This is an optimization exercise on Yosys and OpenROAD, whose aim is small area, not a production implementation. Function was checked by simulation only, so behaviour that the tests miss may differ from the original.

## flow/design.v (module list and top-level ports; edited modules follow where they fit)
// module fx_shift_sat: 14 lines
// module mult_quat: 7177 lines
// module qfa: 4 lines
// module qbs: 3 lines
// module qha: 4 lines
module mult_quat (
    input  logic             clk,
    input  logic             rst,
    input  logic             in_valid,
    input  logic [WIDTH-1:0] w_in1,
    input  logic [WIDTH-1:0] i_in1,
    input  logic [WIDTH-1:0] j_in1,
    input  logic [WIDTH-1:0] k_in1,
    input  logic [WIDTH-1:0] w_in2,
    input  logic [WIDTH-1:0] i_in2,
    input  logic [WIDTH-1:0] j_in2,
    input  logic [WIDTH-1:0] k_in2,
    output logic             out_valid,
    output logic [WIDTH-1:0] w_out,
    output logic [WIDTH-1:0] i_out,
    output logic [WIDTH-1:0] j_out,
    output logic [WIDTH-1:0] k_out
);
  // ...
==> flow/flow/run.sh <==
#!/bin/bash
# The standard layout with one extra step between synthesis and floorplan:
# every combinational cell that synthesis mapped to a larger drive strength is
# swapped for the smallest one of the same function (same pins); placement and
# timing repair then size up or buffer only where the design needs it.
set -euo pipefail
work=$(pwd)
bash standard.sh synth > synth.log 2>&1
results=$(ls -d "$work"/orfs/results/*/mult_quat/base)
RESULTS="$results" openroad -no_init -exit flow/downsize.tcl > downsize.log 2>&1
# the SDC written with the netlist must not look older than the edited database
touch "$results/1_synth.sdc"
bash standard.sh > layout.log 2>&1
==> flow/flow/downsize.tcl <==
# Swap every combinational cell the synthesis upsized for its smallest drive strength;
# the placement and timing repair later size up again wherever timing needs it.
set results $::env(RESULTS)
read_db $results/1_synth.odb
set db [ord::get_db]
set block [[$db getChip] getBlock]
set n 0
foreach inst [$block getInsts] {
  set name [[$inst getMaster] getName]
  if {![regexp {^(sky130_fd_sc_hd__[a-z0-9]+)_([0-9]+)$} $name -> base sz]} { continue }
  if {$sz == 1 || $sz == 0} { continue }
  if {[regexp {df|dl|sdf|edf|buf|inv|clk|conb|tap|fill|decap|diode|probe|lpflow} $base]} { continue }
  set m1 [$db findMaster ${base}_1]
  if {$m1 == "NULL" || $m1 == ""} { continue }
  $inst swapMaster $m1
  incr n
}
puts "downsized $n instances"
write_db $results/1_synth.odb
==> flow/standard.sh <==
#!/bin/bash
# synth_recipe.tcl (not shown) runs the flow's synth.tcl, then flattens the netlist and writes it again
# the make line also repeats each setting of config.mk as NAME=value (left out here)
make -C /OpenROAD-flow-scripts/flow DESIGN_CONFIG=/design/flow/config.mk WORK_HOME=/design/flow/orfs CLKGATE_MAP_FILE= SYNTH_SCRIPT=/design/flow/synth_recipe.tcl "${@:-finish}"
==> flow/config.mk <==
export PLATFORM = sky130hd
export DESIGN_NAME = mult_quat
export DESIGN_NICKNAME = mult_quat
export VERILOG_FILES = /design/flow/design.v
export SDC_FILE = /design/flow/constraint.sdc
export NUM_CORES = 4
export LEC_CHECK = 0
export CAP_MARGIN = 0
export CORE_MARGIN = 2
export CORE_UTILIZATION = 70
export CTS_CLUSTER_DIAMETER = 80
export CTS_CLUSTER_SIZE = 30
export SLEW_MARGIN = 0
export SYNTH_HIERARCHICAL = 1
export SYNTH_MINIMUM_KEEP_SIZE = 0
==> flow/constraint.sdc <==
create_clock -name core_clock -period 9.0 [get_ports {clk}]
set_input_delay 1.8000 -clock core_clock [delete_from_list [all_inputs] [get_ports {clk}]]
set_output_delay 1.8000 -clock core_clock [all_outputs]
set_load 0.01 [all_outputs]
==> out/metrics.csv, run 1 <==
stage,metric,value,unit
route,via_per_inst,7.05,
placed_design,gp_congestion,1.08,
worst_setup_path,reg2reg_to,r_i[19]$_DFF_P_,
clocking,cts_tree,yes,
yosys,synth_area,77100,sq um
worst_setup_path,crit_cells,23,
yosys,synth_fp_nets,8947,
clocking,clockBufferDepth,3,
clocking,clock_latency,0.73,ns
final_layout,n_antenna_cell,8,
route,drtIter0Drc,9078,
global_routing,grt_pass1_vias,63600,
worst_setup_path,start_kind,flip-flop,
worst_setup_path,critPathLaunch,y4_r[2]$_DFF_P_,
final_layout,drive_gt1_share,6.03,%
worst_setup_path,crit_top_cell,fa_1,
worst_setup_path,cp-end-kind,flip-flop,
yosys,synth.avg_cell_area,11.7,sq um
worst_hold_path,hold-path-cell-count,1,
route,wl_met2,110000,microns
final_layout,regArea,7010,sq um
placed_design,hpwlAfterDp,234000,microns
run_status,outcome,no timing/DRC/antenna violations,
floorplan,tapCellCount,1414,
timing,hold_ws,0.465,ns
final_layout,finalNonFillerCells,8555,
floorplan,core,109000,sq um
final_layout,num-nonclk-buffers,562,
timing,fin_skew,0.0500,ns
==> inputs of run 2 (changes only) <==
==> flow/flow/run.sh (replaced) <==
#!/bin/bash
# The standard layout with two changes:
#  - between synthesis and floorplan, every combinational cell that synthesis
#    mapped to a larger drive strength is swapped for the smallest one of the
#    same function (same pins); placement and timing repair then size up or
#    buffer only where the design needs it;
#  - the buffers placed on every input and output port are buf_1 cells.
set -euo pipefail
work=$(pwd)
ports="BUFFER_PORTS_ARGS=-buffer_cell sky130_fd_sc_hd__buf_1"
bash standard.sh "$ports" synth > synth.log 2>&1
results=$(ls -d "$work"/orfs/results/*/mult_quat/base)
RESULTS="$results" openroad -no_init -exit flow/downsize.tcl > downsize.log 2>&1
# the SDC written with the netlist must not look older than the edited database
touch "$results/1_synth.sdc"
bash standard.sh "$ports" finish > layout.log 2>&1
==> out/metrics.csv, run 2 <==
stage,metric,value,unit,change
timing,setup_ws,0.265,ns,
floorplan,die_h,336,microns,
worst_hold_path,holdCritStartpoint,v1$_SDFF_PP0_,,
placed_design,gp_congestion,1.12,,+3.3%
clocking,clockBufferDepth,3,,unchanged
placed_design,numPortBuffers,195,,
worst_setup_path,reg2reg_from,y2[3]$_DFF_P_,,
route,drtIter0Drc,9726,,+7.1%
yosys,synth.avg_cell_area,11.7,sq um,unchanged
timing,fmax,114,MHz,
worst_setup_path,worstPathRequired,9.56,ns,
route,vias,60800,,
global_routing,grt_usage,51.7,%,
worst_hold_path,hold_class,reg -> reg,,
worst_setup_path,critPathArrivalTime,9.30,ns,
worst_setup_path,cp-end-kind,flip-flop,,
route,wl_per_cell,33.5,microns,
yosys,yosys_warnings,8,,
run_status,outcome,no timing/DRC/antenna violations,,
clocking,htreeDepth,1,,
worst_hold_path,hold-path-endpoint,v2$_SDFF_PP0_,,
final_layout,drive_gt1_share,5.86,%,-0.17 points
yosys,synth_area,77100,sq um,unchanged
timing,slew_headroom,17.1,%,
timing,drv_slew,0,,
timing,layout_worst_path_cycle_share,97.1,%,
route,antenna_left,0,,
global_routing,grt-ovfl-total,0,,
worst_setup_path,crit_type,reg -> reg,,
clocking,cts_hold_buf,0,,
route,drtPass1Iterations,7,,
run,drv_cap,0,,
clocking,clk_pin_slew,0.11,ns,
clocking,ctsResizeCount,0,,
timing,fin_skew,0.0338,ns,-0.0163 ns
yosys,synthCells,6589,,
floorplan,start_util,70.7,%,
global_routing,antenna_found_initial,25,,
clocking,cts.sinks,350,,
final_layout,layout_commonest_cell,fa_1,,
worst_setup_path,critPathMaxFanout,13,,
clocking,cts_buffers,31,,
placed_design,post-place-ws,0.244,ns,
worst_hold_path,hold-path-cell-count,1,,unchanged
timing,finalHoldViolations,0,,
timing,min_period,8.73,ns,
floorplan,core,109000,sq um,unchanged
floorplan,rows,121,,
worst_setup_path,reg2reg_depth,23,,
route,drc_errors,0,,
final_layout,nets,9452,,
worst_setup_path,ff2ff_setup_slack,0.27,ns,
timing,finalSetupViolCount,0,,
timing,tightestPinTransition,1.23,ns,
floorplan,ios,196,,
final_layout,syn2layout_area_growth,8.16,%,
route,via_per_inst,7.11,,+0.91%
yosys,synth_fp_nets,8947,,unchanged
global_routing,grt_pass1_vias,63600,,-0.066%
timing,grt_setup_unrepaired,no,,
floorplan,dieArea,113000,sq um,
clocking,post_cts_buffers,0,,
timing,finalSetupTns,0,ns,
final_layout,mostFrequentLayoutCells,"1,848 x fa_1, 1,215 x xnor2_1, 1,090 x a22oi_1, 598 x inv_1, 379 x ha_1",,
worst_setup_path,reg2reg_to,r_w[10]$_DFF_P_,,
placed_design,hpwlAfterDp,239000,microns,+2.2%
floorplan,die_w,336,microns,
clocking,clock_latency,0.69,ns,-0.04 ns
global_routing,grt_max_degree,36,,
route,finalWirelength,286000,microns,
global_routing,grt_pass1_wl,418000,microns,
worst_setup_path,start_kind,flip-flop,,
clocking,root_buffer,clkbuf_16,,
clocking,cts_tree,yes,,
## run 2: routing by layer
layer	wire (microns)	GRT usage, %
met1	94100	65.2
met2	114000	69.5
met3	51100	24.9
met4	26800	36.5
met5	530	2.43
## run 2: through the flow
step                      cell area (sq um)  util (%)  cells  hold slack, ns
after floorplan                       77100         -   6589           0.414
after global routing                  83300      76.4   8532           0.470
after global placement                81900      75.1   8475           0.450
after detailed placement              81900      75.1   8475           0.449
final                                 83300      76.5   8546           0.467
after CTS                             83300      76.4   8532           0.463
## run 2: worst max path at each step
stage,startpoint,endpoint,slack (ns),cells after the start
2_1_floorplan,y4_r[3]$_DFF_P_,r_w[18]$_DFF_P_,0.77,23
3_3_place_gp,y1[3]$_DFF_P_,r_j[19]$_DFF_P_,0.39,23
3_5_place_dp,i_in1[1],x7_r[16]$_DFF_P_,0.24,18
4_1_cts,y1[3]$_DFF_P_,r_j[19]$_DFF_P_,0.24,23
5_1_grt,y2[3]$_DFF_P_,r_i[19]$_DFF_P_,0.04,24
6_report,y2[3]$_DFF_P_,r_w[10]$_DFF_P_,0.27,23
## run 2: layout make-up
class	count	area, sq um
tap	1414	1770
sequential	350	7010
fill	7462	25700
multi-input combinational	5567	67500
timing repair buffer	546	3420
clock inverter	25	611
antenna	14	35.0
clock buffer	32	790
inverter	598	2240
## run 2: worst max-delay path: stages (launching register included)
cell	delay (ns)
dfxtp_1	0.68
nand2b_1	0.10
o21ai_1	0.35
buf_4	0.31
a22oi_1	0.11
xnor2_1	0.22
fa_1	0.47
fa_1	0.53
fa_1	0.47
fa_1	0.51
fa_1	0.90
ha_1	0.31
fa_1	0.45
fa_1	0.53
ha_1	0.33
nor4_1	0.11
a22o_1	0.25
o22ai_1	0.38
buf_4	0.19
and3_1	0.22
o211ai_1	0.15
a31oi_1	0.50
nor4_1	0.12
a311oi_2	0.43
==> inputs of run 3 (changes only) <==
==> flow/flow/run.sh (replaced) <==
#!/bin/bash
# The standard layout with three changes:
#  - between synthesis and floorplan, every combinational cell that synthesis
#    mapped to a larger drive strength is swapped for the smallest one of the
#    same function (same pins); placement and timing repair then size up or
#    buffer only where the design needs it;
#  - the buffers placed on every input and output port are buf_1 cells;
#  - clock tree synthesis adds no dummy load cells.
set -euo pipefail
work=$(pwd)
ports="BUFFER_PORTS_ARGS=-buffer_cell sky130_fd_sc_hd__buf_1"
cts="CTS_ARGS=-sink_clustering_enable -repair_clock_nets -sink_clustering_size 30 -sink_clustering_max_diameter 80 -dont_use_dummy_load"
bash standard.sh "$ports" "$cts" synth > synth.log 2>&1
results=$(ls -d "$work"/orfs/results/*/mult_quat/base)
RESULTS="$results" openroad -no_init -exit flow/downsize.tcl > downsize.log 2>&1
# the SDC written with the netlist must not look older than the edited database
touch "$results/1_synth.sdc"
bash standard.sh "$ports" "$cts" finish > layout.log 2>&1
==> out/metrics.csv, run 3 <==
stage,metric,value,unit,change
timing,layout_worst_path_cycle_share,97.5,%,+0.41 points
worst_setup_path,critPathLaunch,y7[0]$_DFF_P_,,
worst_setup_path,worstPathRequired,9.57,ns,about the same
yosys,synthCells,6589,,unchanged
final_layout,syn2layout_area_growth,7.35,%,
global_routing,grt_usage,51.5,%,-0.23 points
yosys,synth_fp_nets,8947,,unchanged
floorplan,core,109000,sq um,unchanged
worst_setup_path,cp-end-kind,flip-flop,,
final_layout,mostFrequentLayoutCells,"1,848 x fa_1, 1,215 x xnor2_1, 1,090 x a22oi_1, 598 x inv_1, 379 x ha_1",,
final_layout,layout_commonest_cell,fa_1,,
placed_design,placed_area,81900,sq um,unchanged
global_routing,grt_pass1_wl,417000,microns,-0.42%
final_layout,nets,9452,,unchanged
clocking,clk_pin_slew,0.12,ns,about the same
worst_setup_path,ff2ff_setup_slack,0.23,ns,-0.04 ns
clocking,clock_latency,0.70,ns,about the same
route,via_per_inst,7.13,,+0.32%
worst_hold_path,hold_class,reg -> reg,,
worst_setup_path,crit_end,r_j[19]$_DFF_P_,,
timing,finalSetupTns,0,ns,unchanged
global_routing,grt_pass1_vias,63300,,-0.43%
timing,finalSetupViolCount,0,,unchanged
timing,slew_headroom,15.0,%,-2.1 points
floorplan,ios,196,,unchanged
timing,finalHoldViolations,0,,unchanged
global_routing,grt_max_degree,36,,unchanged
clocking,root_buffer,clkbuf_16,,
timing,drv_slew,0,,unchanged
worst_setup_path,reg2reg_depth,24,,+4.3%
route,drc_errors,0,,unchanged
clocking,clockBufferDepth,3,,unchanged
timing,min_period,8.77,ns,+0.0371 ns
clocking,cts_hold_buf,0,,unchanged
yosys,synth.avg_cell_area,11.7,sq um,unchanged
timing,fmax,114,MHz,-0.42%
floorplan,die_w,336,microns,unchanged
run_status,outcome,no timing/DRC/antenna violations,,
global_routing,grt_busiest_layer,met2,,
placed_design,gp_congestion,1.12,,unchanged
worst_setup_path,critPathArrivalTime,9.34,ns,+0.04 ns
floorplan,die_h,336,microns,unchanged
worst_setup_path,reg2reg_from,y7[0]$_DFF_P_,,
clocking,htreeDepth,1,,unchanged
final_layout,final_core_util,75.9,%,-0.58 points
route,vias,60800,,-0.0016%
global_routing,grtUsageMet1,65.2,%,about the same
final_layout,fill_cells,7551,,+1.2%
global_routing,grt-ovfl-total,0,,unchanged
global_routing,antenna_found_initial,29,,+16%
yosys,synth_area,77100,sq um,unchanged
global_routing,gr-usage-met3,24.6,%,-0.26 points
global_routing,met2_usage,68.5,%,-0.95 points
yosys,yosys_warnings,8,,unchanged
worst_setup_path,crit_type,reg -> reg,,
route,antenna_left,0,,unchanged
floorplan,dieArea,113000,sq um,unchanged
timing,grt_setup_unrepaired,no,,
route,drtIter0Drc,9303,,-4.3%
floorplan,start_util,70.7,%,unchanged
clocking,cts.sinks,350,,unchanged
worst_setup_path,reg2reg_to,r_j[19]$_DFF_P_,,
route,finalWirelength,285000,microns,-0.29%
floorplan,rows,121,,unchanged
clocking,cts_tree,yes,,
worst_setup_path,start_kind,flip-flop,,
clocking,cts_buffers,31,,unchanged
final_layout,drive_gt1_share,5.51,%,-0.35 points
route,wl_per_cell,33.5,microns,about the same
final_layout,final_area,82700,sq um,-0.75%
placed_design,numPortBuffers,195,,unchanged
placed_design,hpwlAfterDp,239000,microns,unchanged
timing,tightestPinTransition,1.26,ns,+0.0307 ns
timing,fin_skew,0.0722,ns,+0.0385 ns
route,drtPass1Iterations,7,,unchanged
worst_setup_path,critPathMaxFanout,12,,-1
run,drv_cap,0,,unchanged
## run 3: per-stage QoR
stage / instances / hold WS (ns) / setup slack [ns]
after CTS: 8506 / 0.439 / 0.236
after detailed placement: 8475 / 0.449 / 0.244
after global routing: 8506 / 0.448 / 0.100
final: 8519 / 0.436 / 0.228
after global placement: 8475 / 0.450 / 0.391
after floorplan: 6589 / 0.414 / 0.770
## run 3: area by class of cell
class                           count  area, sq um  share of cell area (%)
Multi-Input combinational cell   5567        67500                    81.6
Sequential cell                   350         7010                    8.47
Clock buffer                       31          776                   0.938
Timing Repair Buffer              546         3420                    4.13
Tap cell                         1414         1770                    2.14
Inverter                          598         2240                    2.71
Antenna cell                       13         32.5                  0.0393
## run 3: what timing repair did
| item | CTS | global route |
|---|---|---|
| setup buffers | 0 | 0 |
| gates resized for setup | 0 | 5 |
| setup endpoints to repair | 0 | 10 |
## run 3: worst min path at each step
stage / from / end / cells past startpoint / slack, ns
after floorplan: v1$_SDFF_PP0_ / v2$_SDFF_PP0_ / 1 / 0.41
after global placement: v1$_SDFF_PP0_ / v2$_SDFF_PP0_ / 1 / 0.45
after detailed placement: v1$_SDFF_PP0_ / v2$_SDFF_PP0_ / 1 / 0.45
after CTS: v1$_SDFF_PP0_ / v2$_SDFF_PP0_ / 1 / 0.44
after global routing: v1$_SDFF_PP0_ / v2$_SDFF_PP0_ / 1 / 0.45
final: v1$_SDFF_PP0_ / v2$_SDFF_PP0_ / 1 / 0.44
## run 3: per-layer routing
metal / wire (microns) / up-vias / part of all wire, %
met1: 94700 / 30500 / 33
met5: 595 / - / 0.21
met4: 27700 / 36 / 9.7
li1: - / 23600 / -
met3: 50800 / 1178 / 18
met2: 112000 / 5386 / 39
## run 3: worst max-delay path: stages, from the launching register on
cell and delay (ns):
dfxtp_1 0.47, buf_4 0.26, nor2_1 0.38, buf_4 0.27, a22oi_1 0.11, xnor2_1 0.30, fa_1 0.46, fa_1 0.48
fa_1 0.39, fa_1 0.44, ha_1 0.20, fa_1 0.38, fa_1 0.86, fa_1 0.53, fa_1 0.42, fa_1 0.48
ha_1 0.36, a21o_1 0.20, a21o_1 0.17, a21oi_1 0.19, o21ai_0 0.15, o21ai_2 0.39, a21oi_1 0.24, or4_1 0.44
nand4_1 0.08

==> static timing again, ports no longer ideal <==
No port has a modelled driver above. Below, the same layouts with a new extraction and two added sets of constraints.
Step 1 assumes that a clkbuf_16 drives the clock port and a buf_2 every other input.
Step 2 also shifts input and output timing later by t, the mid clock arrival at the registers, as if the neighbouring blocks saw the same clock.
Slacks: ideal ports / drivers / drivers and shift; pairs: ideal ports / drivers.
| run | shift t [ns] | setup slack, ns | latest minus earliest clock arrival (ns) |
|---|---|---|---|
| run 1 | 0.795 | 0.320 / 0.320 / -0.121 | 0.051 / 0.050 |
| run 2 | 0.768 | 0.265 / 0.265 / 0.265 | 0.044 / 0.045 |
| run 3 | 0.746 | 0.228 / 0.228 / 0.228 | 0.094 / 0.093 |
With both steps, setup timing fails in run 1, where it was met with ideal ports. For run 1, which loses most, drivers alone change the setup slack by 0.000 ns; drivers and shift together by -0.441 ns.
